What follows belongs to an exercise in optimizing a design on an open flow for small area, a short achievable clock period and few clock cycles per item; a production flow would make more cautious choices.
At most, simulation tests tie the RTL to the original design; equivalence was not proved.
The RTL of runs 2 and 3 was laid out without a check of its function.

==> flow/design.v (outline; a module is shown in full before it is edited, if it fits) <==
// module barometer_pressure_compensation_unit: 1250 lines
module barometer_pressure_compensation_unit (
    input  wire logic        clk,
    input  wire logic        rst_n,
    input  wire logic        s_tvalid,
    output logic             s_tready,
    input  wire logic [23:0] s_tdata,
    output logic             m_tvalid,
    input  wire logic        m_tready,
    output logic [23:0]      m_tdata,
    output logic [0:0]       m_tuser,
    input  wire logic        cfg_we,
    input  wire logic [bpc_pkg::CFG_ADDR_BITS-1:0] cfg_addr,
    input  wire logic [bpc_pkg::COEF_BITS-1:0]     cfg_wdata
);
  // ...
==> flow/run.sh <==
#!/bin/bash
# synth_recipe.tcl (not shown) runs the flow's synth.tcl, then flattens the netlist and writes it again
# the make line also repeats each setting of config.mk as NAME=value (left out here)
make -C /OpenROAD-flow-scripts/flow DESIGN_CONFIG=/design/flow/config.mk WORK_HOME=/design/flow/orfs CLKGATE_MAP_FILE= SYNTH_SCRIPT=/design/flow/synth_recipe.tcl finish
==> flow/config.mk <==
export PLATFORM = sky130hd
export DESIGN_NAME = barometer_pressure_compensation_unit
export DESIGN_NICKNAME = barometer_pressure_compensation_unit
export VERILOG_FILES = /design/flow/design.v
export SDC_FILE = /design/flow/constraint.sdc
export NUM_CORES = 4
export LEC_CHECK = 0
export CAP_MARGIN = 20
export CORE_MARGIN = 2
export CORE_UTILIZATION = 40
export SETUP_SLACK_MARGIN = 2.5
export SLEW_MARGIN = 20
==> flow/constraint.sdc <==
create_clock -name core_clock -period 7.5 [get_ports {clk}]
set_input_delay 1.5000 -clock core_clock [delete_from_list [all_inputs] [get_ports {clk}]]
set_output_delay 1.5000 -clock core_clock [all_outputs]
set_load 0.01 [all_outputs]
==> run summary, run 1 <==
cts hold-fix bufs 0; first-pass GRT wire length between 100000 and 150000 µm; Distinct cells, synth 75; leading cell type in the layout, fill and taps excluded inv_1; initial drt markers around 1400; largest net degree at the start of global routing 82; Worst Setup Start Kind flip-flop; dpl cells about 3800; status no timing/DRC/antenna violations; antenna viol nets, final 0; crit-path cells buf_12, buf_6, and2_4, fa_1, fa_1, fa_2, fa_2, fa_2, inv_2, fa_1, fa_2, fa_2; DIE AREA roughly 80000 µm²; M2 GR Usage 0.348; WHS Path Cells 0; simple-gate portion of the synthesized area 0.0904; Post-Synth Adder-Cell Area 0.339; CTS tree done; worst endpoint data arrival time 5450 ps; quantity of gates resized following cts between 100 and 150; family with the most delay on the worst path adder cells; wire length on met3 between 3000 and 4000 µm; total CTS buffers 39; Final period util 0.690; largest family of logic cells by synthesized area adder cells; Register Area approximately 9200 µm²; Rows 101; register area share after synthesis 0.297; Skew-Pair Late Insertion Delay around 560 ps; top sig layer met4; met1 Usage GRT 0.236; DR WL/cell about 19 µm; multi-input logic area 20100 µm²; share of layout cells above drive strength 1 0.213; Hold Path Class reg -> reg; tap cells 1030
Testbench counts, summed over its fixed seeds: cycles 12,032, items 12,000.
==> inputs of run 2 (changes only) <==
--- a/flow/design.v
+++ b/flow/design.v
@@ -39,2 +39,5 @@
     logic signed [15:0] c12x3_reg;    
+    logic [3:0]  ok_reg;
+    logic        a0_ok, b1_ok, b2_ok, c12_ok;
+    logic [15:0] a0_g, b1_g;
     logic [3:0]  vld;
@@ -47,5 +50,7 @@
     logic [11:0] temp_next;
-    logic [43:0] ra3_reg, rb3_reg;
+    logic [12:0]  lo_sum;
+    logic        c3_reg;
+    logic [32-1:0] ra3_reg, rb3_reg;
     logic [11:0] temp3_reg;
-    logic [43:0] s_full;
+    logic [32-1:0] s_full;
     logic [25:0] v;
@@ -67,11 +72,9 @@
         if (!rst_n)
-        begin
-            a0_reg    <= '0;
-            b1_reg    <= '0;
-            b2_reg    <= '0;
-            c12_reg   <= '0;
-            b2x3_reg  <= '0;
-            c12x3_reg <= '0;
-        end
+            ok_reg <= '0;
         else if (cfg_we)
+            ok_reg[cfg_addr] <= 1'b1;
+    end
+    always_ff @(posedge clk)
+    begin
+        if (cfg_we)
         begin
@@ -95,2 +98,8 @@
     end
+    assign a0_ok  = ok_reg[bpc_pkg::REG_A0];
+    assign b1_ok  = ok_reg[bpc_pkg::REG_B1];
+    assign b2_ok  = ok_reg[bpc_pkg::REG_B2];
+    assign c12_ok = ok_reg[bpc_pkg::REG_C12];
+    assign a0_g   = a0_reg & {16{a0_ok}};
+    assign b1_g   = b1_reg & {16{b1_ok}};
     always_ff @(posedge clk or negedge rst_n)
@@ -102,5 +111,5 @@
     end
-    wire ta_pp_d0_1 = ~t1_reg[1] & t1_reg[0];
-    wire ta_pp_d0_2 = t1_reg[1] & ~t1_reg[0];
-    wire ta_pp_d0_3 = t1_reg[1] & t1_reg[0];
+    wire ta_pp_d0_1 = ~t1_reg[1] & t1_reg[0] & c12_ok;
+    wire ta_pp_d0_2 = t1_reg[1] & ~t1_reg[0] & c12_ok;
+    wire ta_pp_d0_3 = t1_reg[1] & t1_reg[0] & c12_ok;
     wire ta_pp_0_0 = (ta_pp_d0_1 & c12_reg[0]) | (ta_pp_d0_2 & 1'b0) | (ta_pp_d0_3 & c12x3_reg[0]);
@@ -121,5 +130,5 @@
     wire ta_pp_0_15 = (ta_pp_d0_1 & c12_reg[13]) | (ta_pp_d0_2 & c12_reg[13]) | (ta_pp_d0_3 & c12x3_reg[15]);
-    wire ta_pp_d1_1 = ~t1_reg[3] & t1_reg[2];
-    wire ta_pp_d1_2 = t1_reg[3] & ~t1_reg[2];
-    wire ta_pp_d1_3 = t1_reg[3] & t1_reg[2];
+    wire ta_pp_d1_1 = ~t1_reg[3] & t1_reg[2] & c12_ok;
+    wire ta_pp_d1_2 = t1_reg[3] & ~t1_reg[2] & c12_ok;
+    wire ta_pp_d1_3 = t1_reg[3] & t1_reg[2] & c12_ok;
     wire ta_pp_1_0 = (ta_pp_d1_1 & c12_reg[0]) | (ta_pp_d1_2 & 1'b0) | (ta_pp_d1_3 & c12x3_reg[0]);
@@ -140,5 +149,5 @@
     wire ta_pp_1_15 = (ta_pp_d1_1 & c12_reg[13]) | (ta_pp_d1_2 & c12_reg[13]) | (ta_pp_d1_3 & c12x3_reg[15]);
-    wire ta_pp_d2_1 = ~t1_reg[5] & t1_reg[4];
-    wire ta_pp_d2_2 = t1_reg[5] & ~t1_reg[4];
-    wire ta_pp_d2_3 = t1_reg[5] & t1_reg[4];
+    wire ta_pp_d2_1 = ~t1_reg[5] & t1_reg[4] & c12_ok;
+    wire ta_pp_d2_2 = t1_reg[5] & ~t1_reg[4] & c12_ok;
+    wire ta_pp_d2_3 = t1_reg[5] & t1_reg[4] & c12_ok;
     wire ta_pp_2_0 = (ta_pp_d2_1 & c12_reg[0]) | (ta_pp_d2_2 & 1'b0) | (ta_pp_d2_3 & c12x3_reg[0]);
@@ -159,5 +168,5 @@
     wire ta_pp_2_15 = (ta_pp_d2_1 & c12_reg[13]) | (ta_pp_d2_2 & c12_reg[13]) | (ta_pp_d2_3 & c12x3_reg[15]);
-    wire ta_pp_d3_1 = ~t1_reg[7] & t1_reg[6];
-    wire ta_pp_d3_2 = t1_reg[7] & ~t1_reg[6];
-    wire ta_pp_d3_3 = t1_reg[7] & t1_reg[6];
+    wire ta_pp_d3_1 = ~t1_reg[7] & t1_reg[6] & c12_ok;
+    wire ta_pp_d3_2 = t1_reg[7] & ~t1_reg[6] & c12_ok;
+    wire ta_pp_d3_3 = t1_reg[7] & t1_reg[6] & c12_ok;
     wire ta_pp_3_0 = (ta_pp_d3_1 & c12_reg[0]) | (ta_pp_d3_2 & 1'b0) | (ta_pp_d3_3 & c12x3_reg[0]);
@@ -178,5 +187,5 @@
     wire ta_pp_3_15 = (ta_pp_d3_1 & c12_reg[13]) | (ta_pp_d3_2 & c12_reg[13]) | (ta_pp_d3_3 & c12x3_reg[15]);
-    wire ta_pp_d4_1 = ~t1_reg[9] & t1_reg[8];
-    wire ta_pp_d4_2 = t1_reg[9] & ~t1_reg[8];
-    wire ta_pp_d4_3 = t1_reg[9] & t1_reg[8];
+    wire ta_pp_d4_1 = ~t1_reg[9] & t1_reg[8] & c12_ok;
+    wire ta_pp_d4_2 = t1_reg[9] & ~t1_reg[8] & c12_ok;
+    wire ta_pp_d4_3 = t1_reg[9] & t1_reg[8] & c12_ok;
     wire ta_pp_4_0 = (ta_pp_d4_1 & c12_reg[0]) | (ta_pp_d4_2 & 1'b0) | (ta_pp_d4_3 & c12x3_reg[0]);
@@ -197,5 +206,5 @@
     wire ta_pp_4_15 = (ta_pp_d4_1 & c12_reg[13]) | (ta_pp_d4_2 & c12_reg[13]) | (ta_pp_d4_3 & c12x3_reg[15]);
-    wire ty_pp_d0_1 = ~t1_reg[1] & t1_reg[0];
-    wire ty_pp_d0_2 = t1_reg[1] & ~t1_reg[0];
-    wire ty_pp_d0_3 = t1_reg[1] & t1_reg[0];
+    wire ty_pp_d0_1 = ~t1_reg[1] & t1_reg[0] & b2_ok;
+    wire ty_pp_d0_2 = t1_reg[1] & ~t1_reg[0] & b2_ok;
+    wire ty_pp_d0_3 = t1_reg[1] & t1_reg[0] & b2_ok;
     wire ty_pp_0_0 = (ty_pp_d0_1 & b2_reg[0]) | (ty_pp_d0_2 & 1'b0) | (ty_pp_d0_3 & b2x3_reg[0]);
@@ -218,5 +227,5 @@
     wire ty_pp_0_17 = (ty_pp_d0_1 & b2_reg[15]) | (ty_pp_d0_2 & b2_reg[15]) | (ty_pp_d0_3 & b2x3_reg[17]);
-    wire ty_pp_d1_1 = ~t1_reg[3] & t1_reg[2];
-    wire ty_pp_d1_2 = t1_reg[3] & ~t1_reg[2];
-    wire ty_pp_d1_3 = t1_reg[3] & t1_reg[2];
+    wire ty_pp_d1_1 = ~t1_reg[3] & t1_reg[2] & b2_ok;
+    wire ty_pp_d1_2 = t1_reg[3] & ~t1_reg[2] & b2_ok;
+    wire ty_pp_d1_3 = t1_reg[3] & t1_reg[2] & b2_ok;
     wire ty_pp_1_0 = (ty_pp_d1_1 & b2_reg[0]) | (ty_pp_d1_2 & 1'b0) | (ty_pp_d1_3 & b2x3_reg[0]);
@@ -239,5 +248,5 @@
     wire ty_pp_1_17 = (ty_pp_d1_1 & b2_reg[15]) | (ty_pp_d1_2 & b2_reg[15]) | (ty_pp_d1_3 & b2x3_reg[17]);
-    wire ty_pp_d2_1 = ~t1_reg[5] & t1_reg[4];
-    wire ty_pp_d2_2 = t1_reg[5] & ~t1_reg[4];
-    wire ty_pp_d2_3 = t1_reg[5] & t1_reg[4];
+    wire ty_pp_d2_1 = ~t1_reg[5] & t1_reg[4] & b2_ok;
+    wire ty_pp_d2_2 = t1_reg[5] & ~t1_reg[4] & b2_ok;
+    wire ty_pp_d2_3 = t1_reg[5] & t1_reg[4] & b2_ok;
     wire ty_pp_2_0 = (ty_pp_d2_1 & b2_reg[0]) | (ty_pp_d2_2 & 1'b0) | (ty_pp_d2_3 & b2x3_reg[0]);
@@ -260,5 +269,5 @@
     wire ty_pp_2_17 = (ty_pp_d2_1 & b2_reg[15]) | (ty_pp_d2_2 & b2_reg[15]) | (ty_pp_d2_3 & b2x3_reg[17]);
-    wire ty_pp_d3_1 = ~t1_reg[7] & t1_reg[6];
-    wire ty_pp_d3_2 = t1_reg[7] & ~t1_reg[6];
-    wire ty_pp_d3_3 = t1_reg[7] & t1_reg[6];
+    wire ty_pp_d3_1 = ~t1_reg[7] & t1_reg[6] & b2_ok;
+    wire ty_pp_d3_2 = t1_reg[7] & ~t1_reg[6] & b2_ok;
+    wire ty_pp_d3_3 = t1_reg[7] & t1_reg[6] & b2_ok;
     wire ty_pp_3_0 = (ty_pp_d3_1 & b2_reg[0]) | (ty_pp_d3_2 & 1'b0) | (ty_pp_d3_3 & b2x3_reg[0]);
@@ -281,5 +290,5 @@
     wire ty_pp_3_17 = (ty_pp_d3_1 & b2_reg[15]) | (ty_pp_d3_2 & b2_reg[15]) | (ty_pp_d3_3 & b2x3_reg[17]);
-    wire ty_pp_d4_1 = ~t1_reg[9] & t1_reg[8];
-    wire ty_pp_d4_2 = t1_reg[9] & ~t1_reg[8];
-    wire ty_pp_d4_3 = t1_reg[9] & t1_reg[8];
+    wire ty_pp_d4_1 = ~t1_reg[9] & t1_reg[8] & b2_ok;
+    wire ty_pp_d4_2 = t1_reg[9] & ~t1_reg[8] & b2_ok;
+    wire ty_pp_d4_3 = t1_reg[9] & t1_reg[8] & b2_ok;
     wire ty_pp_4_0 = (ty_pp_d4_1 & b2_reg[0]) | (ty_pp_d4_2 & 1'b0) | (ty_pp_d4_3 & b2x3_reg[0]);
@@ -321,3 +330,3 @@
     wire ta_s9, ta_c9;
-    assign {ta_c9, ta_s9} = {1'b0, b1_reg[0]} + {1'b0, ta_pp_0_9} + {1'b0, ta_pp_1_7};
+    assign {ta_c9, ta_s9} = {1'b0, b1_g[0]} + {1'b0, ta_pp_0_9} + {1'b0, ta_pp_1_7};
     wire ta_s10, ta_c10;
@@ -329,3 +338,3 @@
     wire ta_s13, ta_c13;
-    assign {ta_c13, ta_s13} = {1'b0, b1_reg[1]} + {1'b0, ta_pp_0_10} + {1'b0, ta_pp_1_8};
+    assign {ta_c13, ta_s13} = {1'b0, b1_g[1]} + {1'b0, ta_pp_0_10} + {1'b0, ta_pp_1_8};
     wire ta_s14, ta_c14;
@@ -337,3 +346,3 @@
     wire ta_s17, ta_c17;
-    assign {ta_c17, ta_s17} = {1'b0, b1_reg[2]} + {1'b0, ta_pp_0_11} + {1'b0, ta_pp_1_9};
+    assign {ta_c17, ta_s17} = {1'b0, b1_g[2]} + {1'b0, ta_pp_0_11} + {1'b0, ta_pp_1_9};
     wire ta_s18, ta_c18;
@@ -345,3 +354,3 @@
     wire ta_s21, ta_c21;
-    assign {ta_c21, ta_s21} = {1'b0, b1_reg[3]} + {1'b0, ta_pp_0_12} + {1'b0, ta_pp_1_10};
+    assign {ta_c21, ta_s21} = {1'b0, b1_g[3]} + {1'b0, ta_pp_0_12} + {1'b0, ta_pp_1_10};
     wire ta_s22, ta_c22;
@@ -353,3 +362,3 @@
     wire ta_s25, ta_c25;
-    assign {ta_c25, ta_s25} = {1'b0, b1_reg[4]} + {1'b0, ta_pp_0_13} + {1'b0, ta_pp_1_11};
+    assign {ta_c25, ta_s25} = {1'b0, b1_g[4]} + {1'b0, ta_pp_0_13} + {1'b0, ta_pp_1_11};
     wire ta_s26, ta_c26;
@@ -361,3 +370,3 @@
     wire ta_s29, ta_c29;
-    assign {ta_c29, ta_s29} = {1'b0, b1_reg[5]} + {1'b0, ta_pp_0_14} + {1'b0, ta_pp_1_12};
+    assign {ta_c29, ta_s29} = {1'b0, b1_g[5]} + {1'b0, ta_pp_0_14} + {1'b0, ta_pp_1_12};
     wire ta_s30, ta_c30;
@@ -369,3 +378,3 @@
     wire ta_s33, ta_c33;
-    assign {ta_c33, ta_s33} = {1'b0, b1_reg[6]} + {1'b0, 1'b1} + {1'b0, ~(ta_pp_0_15)};
+    assign {ta_c33, ta_s33} = {1'b0, b1_g[6]} + {1'b0, 1'b1} + {1'b0, ~(ta_pp_0_15)};
     wire ta_s34, ta_c34;
@@ -379,3 +388,3 @@
     wire ta_s38, ta_c38;
-    assign {ta_c38, ta_s38} = {1'b0, b1_reg[7]} + {1'b0, 1'b1} + {1'b0, ta_pp_1_14};
+    assign {ta_c38, ta_s38} = {1'b0, b1_g[7]} + {1'b0, 1'b1} + {1'b0, ta_pp_1_14};
     wire ta_s39, ta_c39;
@@ -389,3 +398,3 @@
     wire ta_s43, ta_c43;
-    assign {ta_c43, ta_s43} = {1'b0, b1_reg[8]} + {1'b0, ~(ta_pp_1_15)} + {1'b0, ta_pp_2_13};
+    assign {ta_c43, ta_s43} = {1'b0, b1_g[8]} + {1'b0, ~(ta_pp_1_15)} + {1'b0, ta_pp_2_13};
     wire ta_s44, ta_c44;
@@ -397,3 +406,3 @@
     wire ta_s47, ta_c47;
-    assign {ta_c47, ta_s47} = {1'b0, b1_reg[9]} + {1'b0, 1'b1} + {1'b0, ta_pp_2_14};
+    assign {ta_c47, ta_s47} = {1'b0, b1_g[9]} + {1'b0, 1'b1} + {1'b0, ta_pp_2_14};
     wire ta_s48, ta_c48;
@@ -405,3 +414,3 @@
     wire ta_s51, ta_c51;
-    assign {ta_c51, ta_s51} = {1'b0, b1_reg[10]} + {1'b0, ~(ta_pp_2_15)} + {1'b0, ta_pp_3_13};
+    assign {ta_c51, ta_s51} = {1'b0, b1_g[10]} + {1'b0, ~(ta_pp_2_15)} + {1'b0, ta_pp_3_13};
     wire ta_s52, ta_c52;
@@ -411,3 +420,3 @@
     wire ta_s54, ta_c54;
-    assign {ta_c54, ta_s54} = {1'b0, b1_reg[11]} + {1'b0, 1'b1} + {1'b0, ta_pp_3_14};
+    assign {ta_c54, ta_s54} = {1'b0, b1_g[11]} + {1'b0, 1'b1} + {1'b0, ta_pp_3_14};
     wire ta_s55, ta_c55;
@@ -417,3 +426,3 @@
     wire ta_s57, ta_c57;
-    assign {ta_c57, ta_s57} = {1'b0, b1_reg[12]} + {1'b0, ~(ta_pp_3_15)} + {1'b0, ta_pp_4_13};
+    assign {ta_c57, ta_s57} = {1'b0, b1_g[12]} + {1'b0, ~(ta_pp_3_15)} + {1'b0, ta_pp_4_13};
     wire ta_s58, ta_c58;
@@ -421,3 +430,3 @@
     wire ta_s59, ta_c59;
-    assign {ta_c59, ta_s59} = {1'b0, b1_reg[13]} + {1'b0, 1'b1} + {1'b0, ta_pp_4_14};
+    assign {ta_c59, ta_s59} = {1'b0, b1_g[13]} + {1'b0, 1'b1} + {1'b0, ta_pp_4_14};
     wire ta_s60, ta_c60;
@@ -425,4 +434,4 @@
     wire ta_s61, ta_c61;
-    assign {ta_c61, ta_s61} = {1'b0, b1_reg[14]} + {1'b0, ~(ta_pp_4_15)} + {1'b0, ta_c59};
-    wire [25:0] ta_ra = {1'b1, ~(b1_reg[15]), ta_c60, ta_c58, ta_c56, ta_c53, ta_c50, ta_c46, ta_c42, ta_c37, ta_s37, ta_c28, ta_c24, ta_c20, ta_c16, ta_c12, ta_c8, ta_s8, ta_c3, ta_s3, ta_c0, ta_s0, ta_pp_0_3, ta_pp_0_2, ta_pp_0_1, ta_pp_0_0};
+    assign {ta_c61, ta_s61} = {1'b0, b1_g[14]} + {1'b0, ~(ta_pp_4_15)} + {1'b0, ta_c59};
+    wire [25:0] ta_ra = {1'b1, ~(b1_g[15]), ta_c60, ta_c58, ta_c56, ta_c53, ta_c50, ta_c46, ta_c42, ta_c37, ta_s37, ta_c28, ta_c24, ta_c20, ta_c16, ta_c12, ta_c8, ta_s8, ta_c3, ta_s3, ta_c0, ta_s0, ta_pp_0_3, ta_pp_0_2, ta_pp_0_1, ta_pp_0_0};
     wire [25:0] ta_rb = {1'b0, ta_c61, ta_s61, ta_s60, ta_s58, ta_s56, ta_s53, ta_s50, ta_s46, ta_s42, 1'b0, ta_s32, ta_s28, ta_s24, ta_s20, ta_s16, ta_s12, 1'b0, ta_s5, 1'b0, ta_s1, 1'b0, ta_pp_1_1, ta_pp_1_0, 1'b0, 1'b0};
@@ -459,3 +468,3 @@
     wire ty_s15, ty_c15;
-    assign {ty_c15, ty_s15} = {1'b0, a0_reg[0]} + {1'b0, ty_pp_0_11} + {1'b0, ty_pp_1_9};
+    assign {ty_c15, ty_s15} = {1'b0, a0_g[0]} + {1'b0, ty_pp_0_11} + {1'b0, ty_pp_1_9};
     wire ty_s16, ty_c16;
@@ -467,3 +476,3 @@
     wire ty_s19, ty_c19;
-    assign {ty_c19, ty_s19} = {1'b0, a0_reg[1]} + {1'b0, ty_pp_0_12} + {1'b0, ty_pp_1_10};
+    assign {ty_c19, ty_s19} = {1'b0, a0_g[1]} + {1'b0, ty_pp_0_12} + {1'b0, ty_pp_1_10};
     wire ty_s20, ty_c20;
@@ -475,3 +484,3 @@
     wire ty_s23, ty_c23;
-    assign {ty_c23, ty_s23} = {1'b0, a0_reg[2]} + {1'b0, ty_pp_0_13} + {1'b0, ty_pp_1_11};
+    assign {ty_c23, ty_s23} = {1'b0, a0_g[2]} + {1'b0, ty_pp_0_13} + {1'b0, ty_pp_1_11};
     wire ty_s24, ty_c24;
@@ -483,3 +492,3 @@
     wire ty_s27, ty_c27;
-    assign {ty_c27, ty_s27} = {1'b0, a0_reg[3]} + {1'b0, ty_pp_0_14} + {1'b0, ty_pp_1_12};
+    assign {ty_c27, ty_s27} = {1'b0, a0_g[3]} + {1'b0, ty_pp_0_14} + {1'b0, ty_pp_1_12};
     wire ty_s28, ty_c28;
@@ -491,3 +500,3 @@
     wire ty_s31, ty_c31;
-    assign {ty_c31, ty_s31} = {1'b0, a0_reg[4]} + {1'b0, ty_pp_0_15} + {1'b0, ty_pp_1_13};
+    assign {ty_c31, ty_s31} = {1'b0, a0_g[4]} + {1'b0, ty_pp_0_15} + {1'b0, ty_pp_1_13};
     wire ty_s32, ty_c32;
@@ -499,3 +508,3 @@
     wire ty_s35, ty_c35;
-    assign {ty_c35, ty_s35} = {1'b0, a0_reg[5]} + {1'b0, ty_pp_0_16} + {1'b0, ty_pp_1_14};
+    assign {ty_c35, ty_s35} = {1'b0, a0_g[5]} + {1'b0, ty_pp_0_16} + {1'b0, ty_pp_1_14};
     wire ty_s36, ty_c36;
@@ -507,3 +516,3 @@
     wire ty_s39, ty_c39;
-    assign {ty_c39, ty_s39} = {1'b0, a0_reg[6]} + {1'b0, 1'b1} + {1'b0, ~(ty_pp_0_17)};
+    assign {ty_c39, ty_s39} = {1'b0, a0_g[6]} + {1'b0, 1'b1} + {1'b0, ~(ty_pp_0_17)};
     wire ty_s40, ty_c40;
@@ -517,3 +526,3 @@
     wire ty_s44, ty_c44;
-    assign {ty_c44, ty_s44} = {1'b0, a0_reg[7]} + {1'b0, 1'b1} + {1'b0, ty_pp_1_16};
+    assign {ty_c44, ty_s44} = {1'b0, a0_g[7]} + {1'b0, 1'b1} + {1'b0, ty_pp_1_16};
     wire ty_s45, ty_c45;
@@ -527,3 +536,3 @@
     wire ty_s49, ty_c49;
-    assign {ty_c49, ty_s49} = {1'b0, a0_reg[8]} + {1'b0, ~(ty_pp_1_17)} + {1'b0, ty_pp_2_15};
+    assign {ty_c49, ty_s49} = {1'b0, a0_g[8]} + {1'b0, ~(ty_pp_1_17)} + {1'b0, ty_pp_2_15};
     wire ty_s50, ty_c50;
@@ -535,3 +544,3 @@
     wire ty_s53, ty_c53;
-    assign {ty_c53, ty_s53} = {1'b0, a0_reg[9]} + {1'b0, 1'b1} + {1'b0, ty_pp_2_16};
+    assign {ty_c53, ty_s53} = {1'b0, a0_g[9]} + {1'b0, 1'b1} + {1'b0, ty_pp_2_16};
     wire ty_s54, ty_c54;
@@ -543,3 +552,3 @@
     wire ty_s57, ty_c57;
-    assign {ty_c57, ty_s57} = {1'b0, a0_reg[10]} + {1'b0, ~(ty_pp_2_17)} + {1'b0, ty_pp_3_15};
+    assign {ty_c57, ty_s57} = {1'b0, a0_g[10]} + {1'b0, ~(ty_pp_2_17)} + {1'b0, ty_pp_3_15};
     wire ty_s58, ty_c58;
@@ -549,3 +558,3 @@
     wire ty_s60, ty_c60;
-    assign {ty_c60, ty_s60} = {1'b0, a0_reg[11]} + {1'b0, 1'b1} + {1'b0, ty_pp_3_16};
+    assign {ty_c60, ty_s60} = {1'b0, a0_g[11]} + {1'b0, 1'b1} + {1'b0, ty_pp_3_16};
     wire ty_s61, ty_c61;
@@ -555,3 +564,3 @@
     wire ty_s63, ty_c63;
-    assign {ty_c63, ty_s63} = {1'b0, a0_reg[12]} + {1'b0, ~(ty_pp_3_17)} + {1'b0, ty_pp_4_15};
+    assign {ty_c63, ty_s63} = {1'b0, a0_g[12]} + {1'b0, ~(ty_pp_3_17)} + {1'b0, ty_pp_4_15};
     wire ty_s64, ty_c64;
@@ -559,3 +568,3 @@
     wire ty_s65, ty_c65;
-    assign {ty_c65, ty_s65} = {1'b0, a0_reg[13]} + {1'b0, 1'b1} + {1'b0, ty_pp_4_16};
+    assign {ty_c65, ty_s65} = {1'b0, a0_g[13]} + {1'b0, 1'b1} + {1'b0, ty_pp_4_16};
     wire ty_s66, ty_c66;
@@ -563,4 +572,4 @@
     wire ty_s67, ty_c67;
-    assign {ty_c67, ty_s67} = {1'b0, a0_reg[14]} + {1'b0, ~(ty_pp_4_17)} + {1'b0, ty_c65};
-    wire [27:0] ty_ra = {1'b1, ~(a0_reg[15]), ty_c66, ty_c64, ty_c62, ty_c59, ty_c56, ty_c52, ty_c48, ty_c43, ty_s43, ty_c34, ty_c30, ty_c26, ty_c22, ty_c18, ty_c14, ty_c11, ty_c8, ty_s8, ty_c3, ty_s3, ty_c0, ty_s0, ty_pp_0_3, ty_pp_0_2, ty_pp_0_1, ty_pp_0_0};
+    assign {ty_c67, ty_s67} = {1'b0, a0_g[14]} + {1'b0, ~(ty_pp_4_17)} + {1'b0, ty_c65};
+    wire [27:0] ty_ra = {1'b1, ~(a0_g[15]), ty_c66, ty_c64, ty_c62, ty_c59, ty_c56, ty_c52, ty_c48, ty_c43, ty_s43, ty_c34, ty_c30, ty_c26, ty_c22, ty_c18, ty_c14, ty_c11, ty_c8, ty_s8, ty_c3, ty_s3, ty_c0, ty_s0, ty_pp_0_3, ty_pp_0_2, ty_pp_0_1, ty_pp_0_0};
     wire [27:0] ty_rb = {1'b0, ty_c67, ty_s67, ty_s66, ty_s64, ty_s62, ty_s59, ty_s56, ty_s52, ty_s48, 1'b0, ty_s38, ty_s34, ty_s30, ty_s26, ty_s22, ty_s18, ty_s14, ty_s11, 1'b0, ty_s5, 1'b0, ty_s1, 1'b0, ty_pp_1_1, ty_pp_1_0, 1'b0, 1'b0};
@@ -1233,4 +1242,5 @@
     assign temp_next = bpc_pkg::T_BASE + 12'(tk2_reg) - 12'(t2_reg) - 12'({t2_reg, 1'b0});
-    assign s_full = ra3_reg + rb3_reg;
-    assign v      = s_full[43:18];
+    assign lo_sum = {1'b0, tc_ra[12-1:0]} + {1'b0, tc_rb[12-1:0]};
+    assign s_full = ra3_reg + rb3_reg + 32'(c3_reg);
+    assign v      = s_full[32-1:6];
     always_comb
@@ -1258,4 +1268,5 @@
             tk2_reg      <= tk_next;
-            ra3_reg      <= tc_ra;
-            rb3_reg      <= tc_rb;
+            c3_reg       <= lo_sum[12];
+            ra3_reg      <= tc_ra[43:12];
+            rb3_reg      <= tc_rb[43:12];
             temp3_reg    <= temp_next;
==> run summary, run 2 <==
CTS Root Cell clkbuf_16; Final #Nets 3583; routed vias 20783; final setup fails 0; Critical Path Sink Type flip-flop; HP Start p1_reg[3]; vias per cell ~5.3; vias in the first global route 22271; Layout fillers a little under 7000; Post-Layout Inst Area 35400 µm²; Layout area overhead 15.7%; Ports 74; GR Util All Layers 0.197; Hold Path Class reg -> reg; worst endpoint data arrival time 5440 ps (about the same); Yosys Warn Count 1; iteration count of the initial detailed-routing pass 8; worst hold slack between 400 and 500 ps; Placed Instance Area between 30000 and 40000 µm²; DIE AREA 78700 µm² (-0.88%); antenna viol nets, final 0 (unchanged); Skew-Pair Late Insertion Delay 580 ps (+20 ps); Worst R2R Start p2_reg[0]; Distinct cells, synth 73 (-2.7%); clock sink total 308; WHS Path Cells 0 (unchanged); Rel. slew slack 0.343; Starting Density 0.403; detailed-route DRC error count 0; CTS Buffer Depth 3; syn_nets 3476; mean area per synthesized cell ~11 µm²; Crit path required time approximately 7800 ps; total CTS buffers 37 (-5.1%); status no timing/DRC/antenna violations; first-pass GRT wire length 121000 µm (about the same); min cycle time layout just over 5000 ps; Hold Crit Endpoint p2_reg[3]; Port Buffers 69; commonest cells in the netlist inv_1 (418), fa_1 (409), nand2_1 (366); leading cell type in the layout, fill and taps excluded inv_1; H-tree depth 2; grt total ovfl 0; cell area after synthesis approximately 31000 µm²; ranking of synthesized cells by area edfxtp_1 (29%), fa_1 (27%), ha_1 (7.4%); top-count cell post-synth inv_1; Final Max Tran Viols 0; synthesized flop and latch total about 300; commonest cells after routing, fill and taps aside inv_1 (405), nand2_1 (362), fa_1 (354); max frequency 195 MHz; largest net degree at the start of global routing 79 (-3.7%); Worst Setup Start Kind flip-flop; Worst-Margin Slew 985 ps; clk_skew around 17 ps; flop-to-flop setup slack around 2400 ps; initial antenna violation count 0; reg2reg end ra3_reg[14]; top-area cell type share of the netlist area 0.294; Most used DFF post-synth edfxtp_1; register area share after synthesis 0.301 (+0.00431); gpl congestion 0.889; Final period util 0.683 (-0.00718); Rows 101 (unchanged); CTS tree done; initial drt markers 1383 (+2.4%); FFs w/ async S/R, synth 0.0260; reg2reg path depth 15; Final Hold Viols 0; setup TNS 0 ps; Ant. Diodes 0; overall die width between 200 and 300 µm; Clk pin slew, worst setup/hold paths around 60 ps; WL final slightly below 80000 µm; HPWL after detailed placement approximately 55000 µm; DR WL/cell 19.5 µm (+1.5%); total core area 75800 µm²; max reg flops 32; RSZ-0062 raised after global routing yes; max-cap check violation count 0; post-synthesis instance total around 2800; Synth area leader edfxtp_1; share of layout cells above drive strength 1 0.172 (-0.0410); critical path peak fanout 6; chip height 281 µm; crit path kind reg -> reg; number of synthesized flops with an enable pin 300
-- run 2: changes by cell type in the layout (fill, tap and decap cells not counted), moves of 25 or more --
cell,previous run,this run
edfxtp_1,225,300
nand2_1,188,362
a22o_1,39,103
dfrtp_1,96,6
mux2i_1,2,27
mux2_2,202,125
inv_1,439,405
a22oi_1,109,7
-- run 2: routing by layer --
metal | GRT usage | wire, µm | part of all wire | vias up
li1 | - | - | - | 9533
met1 | 0.245 | 31200 | 0.41 | 10275
met2 | 0.342 | 37600 | 0.49 | 755
met3 | 0.0257 | 4480 | 0.058 | 220
met4 | 0.0883 | 3610 | 0.047 | 0
met5 | 0 | 0 | 0 | -
-- run 2: worst max-delay path, stage by stage (launching register included) --
cell      delay (ps)
edfxtp_1         420
buf_12           170
buf_6            140
nand2_1           90
fa_1             440
fa_1             490
fa_2             400
fa_1             560
fa_2             210
inv_2             40
fa_1             520
inv_1             60
fa_1             490
fa_2             350
inv_2             70
fa_2             420
-- run 2: final cells by class --
class | instances | area [µm²] | share of cell area
timing repair buffer | 222 | 2310 | 0.0652
inverter | 418 | 1570 | 0.0444
clock inverter | 24 | 254 | 0.00717
sequential | 308 | 9210 | 0.260
tap | 978 | 1220 | 0.0346
timing repair inverter | 1 | 7.51 | 0.000212
multi-input combinational | 1957 | 19900 | 0.561
clock buffer | 42 | 976 | 0.0276
-- run 2: worst max-delay path by stage --
stage                      startpoint     endpoint  slack, ps  cells past startpoint
after floorplan             t1_reg[0]   x2_reg[25]       2510                     20
after global placement      p2_reg[5]  ra3_reg[14]       1750                     13
after detailed placement    t1_reg[0]   y2_reg[27]       1610                     18
after CTS                 hl4_reg[10]  m_tdata[10]       2280                     14
after global routing        p2_reg[1]  ra3_reg[14]       2230                     14
final                       p2_reg[0]  ra3_reg[14]       2380                     15
-- run 2: cell families after synthesis --
| logic type | after synthesis | share of synthesized area |
|---|---|---|
| AOI/OAI and AO/OA | 366 | 0.0853 |
| DFF | 308 | 0.301 |
| xor gates and xnor gates | 98 | 0.0281 |
| buffers and inverters | 573 | 0.0703 |
| muxes | 155 | 0.0561 |
| and+or+nand+nor | 747 | 0.117 |
| adders and majority gates | 591 | 0.342 |
-- run 2: stage by stage --
step           setup WS (ps)  utilization  std cells
5_1_grt                 2230        0.467       3950
3_3_place_gp            1750        0.425       3766
4_1_cts                 2280        0.459       3923
6_report                2380        0.467       3950
3_5_place_dp            1610        0.425       3766
2_1_floorplan           2510            -       2838
-- run 2: what timing repair did --
item / CTS / global route
endpoints found under the setup margin: 70 / 36
buffers inserted: 83 / 26
gates cloned: 8 / 1
hold buffers: 0 / 0
gates resized for setup: 142 / 82
pin swaps: 52 / 68
==> inputs of run 3 (changes only) <==
==> flow/flow/run.sh (new file) <==
#!/bin/bash
# The standard layout, with the generic ABC pass inside Yosys's synth command
# skipped (SYNTH_ARGS=-noabc): the carry-save adder trees then reach the
# full-adder extraction as written, which leaves far fewer inverters between
# the full-adder cells. The registers and every later step are unchanged.
set -euo pipefail
bash standard.sh SYNTH_ARGS=-noabc finish > standard_flow.log 2>&1
==> flow/standard.sh (new file) <==
#!/bin/bash
# synth_recipe.tcl (not shown) runs the flow's synth.tcl, then flattens the netlist and writes it again
# the make line also repeats each setting of config.mk as NAME=value (left out here)
make -C /OpenROAD-flow-scripts/flow DESIGN_CONFIG=/design/flow/config.mk WORK_HOME=/design/flow/orfs CLKGATE_MAP_FILE= SYNTH_SCRIPT=/design/flow/synth_recipe.tcl "${@:-finish}"
removed: flow/run.sh
==> run summary, run 3 <==
number of synthesized flops with an enable pin 300 (unchanged); Most used DFF post-synth edfxtp_1; clock sink total 308 (unchanged); initial drt markers 1215 (-12%); CTS Buffer Depth 3 (unchanged); detailed-route DRC error count 0 (unchanged); Clk pin slew, worst setup/hold paths 60 ps (about the same); slowest stage delay, CP 600 ps (+40 ps); Hold Path Class reg -> reg; H-tree depth 2 (unchanged); Ports 74 (unchanged); chip height 279 µm (-0.62%); HPWL after detailed placement 53600 µm (-1.8%); mean area per synthesized cell 11.9 µm² (+10%); CTS Root Cell clkbuf_16; WL final 79200 µm (+3.1%); iteration count of the initial detailed-routing pass 6 (-2); Crit path required time 7810 ps (about the same); Worst Setup Start Kind flip-flop; DR WL/cell 21.6 µm (+11%); post-synthesis instance total 2548 (-10%); GR Util All Layers 0.202 (+0.00453); initial antenna violation count 0 (unchanged); dpl cells 3475 (-7.7%); Rel. slew slack 0.334 (-0.00916); grt total ovfl 0 (unchanged); critical path peak fanout 7 (+1); vias per cell 5.48 (+4.2%); DIE AREA 77700 µm² (-1.2%); max frequency 196 MHz (+0.40%); Yosys Warn Count 1 (unchanged); Port Buffers 69 (unchanged); cell area after synthesis 30200 µm² (-1.3%); min cycle time layout 5100 ps (-20.5 ps); Rows 100 (-0.99%); largest net degree at the start of global routing 83 (+5.1%); final setup margin 2400 ps (+20.5 ps); commonest cells after routing, fill and taps aside fa_1 (305), edfxtp_1 (300), and2_1 (273); final setup fails 0 (unchanged); first-pass GRT wire length 123000 µm (+1.2%); status no timing/DRC/antenna violations; Final Max Tran Viols 0 (unchanged); Critical Path Sink Type flip-flop; Final #Nets 3325 (-7.2%); share of layout cells above drive strength 1 0.215 (+0.0432); synthesized flop and latch total 308 (unchanged); max-cap check violation count 0 (unchanged); Final Hold Viols 0 (unchanged); Placed Instance Area 31800 µm² (-1.3%); Distinct cells, synth 63 (-14%); top-count cell post-synth fa_1; RSZ-0062 raised after global routing yes; Layout area overhead 17.0%; Setup WS pre-CTS 1570 ps (-32.9 ps); top-area cell type share of the netlist area 0.298 (+0.00373); clk_skew 27.1 ps (+10.3 ps); Starting Density 0.405 (+0.00164); fin cells 3670 (-7.1%); Final period util 0.680 (-0.00274); slowest cell on the critical path fa_1; Most common cell on crit path fa_1; total CTS buffers 37 (unchanged); total core area 74600 µm² (-1.7%); leading cell type in the layout, fill and taps excluded fa_1; vias in the first global route 21867 (-1.8%); Worst-Margin Slew 1000 ps (+14.8 ps); commonest cells in the netlist fa_1 (409), edfxtp_1 (300), and2_1 (275); ranking of synthesized cells by area edfxtp_1 (30%), fa_1 (27%), ha_1 (8.2%); antenna viol nets, final 0 (unchanged); CTS tree done; routed vias 20119 (-3.2%); worst endpoint data arrival time 5410 ps (-30 ps); FFs w/ async S/R, synth 0.0260 (unchanged); setup TNS 0 ps (unchanged); overall die width 279 µm (-0.62%); Ant. Diodes 0 (unchanged); register area share after synthesis 0.305 (+0.00381); Synth area leader edfxtp_1; crit path kind reg -> reg; max reg flops 32 (unchanged); syn_nets 3201 (-7.9%); Post-Layout Inst Area 35400 µm² (-0.14%); gpl congestion 0.874 (-1.7%); crit-path cells buf_6, clkbuf_16, mux2_2, a22oi_1, nor2b_1, fa_1, fa_1, fa_1, ha_4, nor4_2, o21bai_1, a31oi_2, nor2_1, o21a_1, o41a_1, a211oi_2, xnor2_2; Skew-Pair Late Insertion Delay 570 ps (about the same)
==> run 3: cell count changes after synthesis, sizes merged, moves of 22 or more <==
cell   change
a22oi    +128
inv      -258
mux2i     -23
a22o      -95
and2     +111
mux2      +22
nor2b    +120
o21ai     -33
nand2    -279
==> run 3: cell families (layout without fill, tap and decap cells) <==
kind of cell | after synthesis | after routing | synth area share
and+or+nand+nor | 701 | 702 | 0.131
buffers and inverters | 295 | 447 | 0.0367
DFF | 308 | 308 | 0.305
muxes | 154 | 154 | 0.0572
xor gates and xnor gates | 99 | 99 | 0.0287
AOI/OAI and AO/OA | 385 | 385 | 0.0892
adders and majority gates | 606 | 606 | 0.353
==> run 3: worst paths after layout <==
kind                               to  slack [ps]      start  depth (start not counted)
max                        x2_reg[23]        2400  t1_reg[0]                         17
min                         p2_reg[7]         420  p1_reg[7]                          0
max reg2reg                x2_reg[23]        2400  t1_reg[0]                         17
min reg2reg                 p2_reg[7]         420  p1_reg[7]                          0
max in group asynchronous   ok_reg[2]        5940      rst_n                          1
min in group asynchronous      vld[2]        1230      rst_n                          1
==> run 3: worst max-delay path, delay by kind of cell (launching register included) <==
kind | cells | cell delay (ps)
xor gates and xnor gates | 1 | 130
adders and majority gates | 4 | 1760
muxes | 1 | 330
DFF | 1 | 400
AOI/OAI and AO/OA | 6 | 1420
buffers and inverters | 2 | 330
and+or+nand+nor | 3 | 480
==> run 3: what timing repair did <==
action | in CTS | in global routing
endpoints found under the setup margin | 68 | 56
gates cloned | 8 | 4
pin swaps | 36 | 62
hold buffers | 0 | 0
gates resized for setup | 160 | 129
buffers inserted | 76 | 39
==> run 3: stage by stage <==
step	utilization	hold WS (ps)
final	0.474	419
after global routing	0.474	429
after CTS	0.462	418
after detailed placement	0.427	405
after global placement	0.427	401
after floorplan	-	400
==> run 3: layout make-up <==
class / instances / area (µm²)
clock buffers: 45 / 998
clock inverters: 23 / 223
fillers: 6648 / 39200
inverters: 160 / 601
multi-input cells: 1946 / 20800
flip-flops and latches: 308 / 9210
well taps: 969 / 1210
repair buffers: 219 / 2350
==> run 3: metal layers <==
metal,vias to the layer above,wire length [µm],track usage
li1,9045,-,-
met1,10256,32200,0.249
met2,615,39300,0.353
met3,203,3900,0.0249
met4,0,3780,0.0900
met5,-,0,0

[separate check: timing with driven ports]
No port has a modelled driver above. Below, the same layouts with a new extraction and two added sets of constraints. Step 1 (the two cells are an assumption about what drives the block):
set clk [get_ports {clk}]
set_driving_cell -lib_cell sky130_fd_sc_hd__clkbuf_16 $clk
set_driving_cell -lib_cell sky130_fd_sc_hd__buf_2 [delete_from_list [all_inputs] $clk]
Step 2 adds t to the input delays and takes it off the output delays; t is the mean of the earliest and latest rising clock arrival at the registers after step 1. Input paths then give back, and output paths get back, about the clock's delay inside the block. Slacks: ideal ports / drivers / drivers and shift; pairs: ideal ports / drivers.
| run | shift t [ns] | setup slack, ns | worst setup path at the end | slew at the worst register clock pin (ns) |
|---|---|---|---|---|
| run 1 | 0.610 | 2.326 / 2.326 / 2.326 | register to register | 0.06 / 0.06 |
| run 2 | 0.635 | 2.380 / 2.374 / 2.380 | register to register | 0.06 / 0.06 |
| run 3 | 0.615 | 2.400 / 2.343 / 2.400 | register to register | 0.06 / 0.06 |
After both steps every run listed still meets setup and hold.
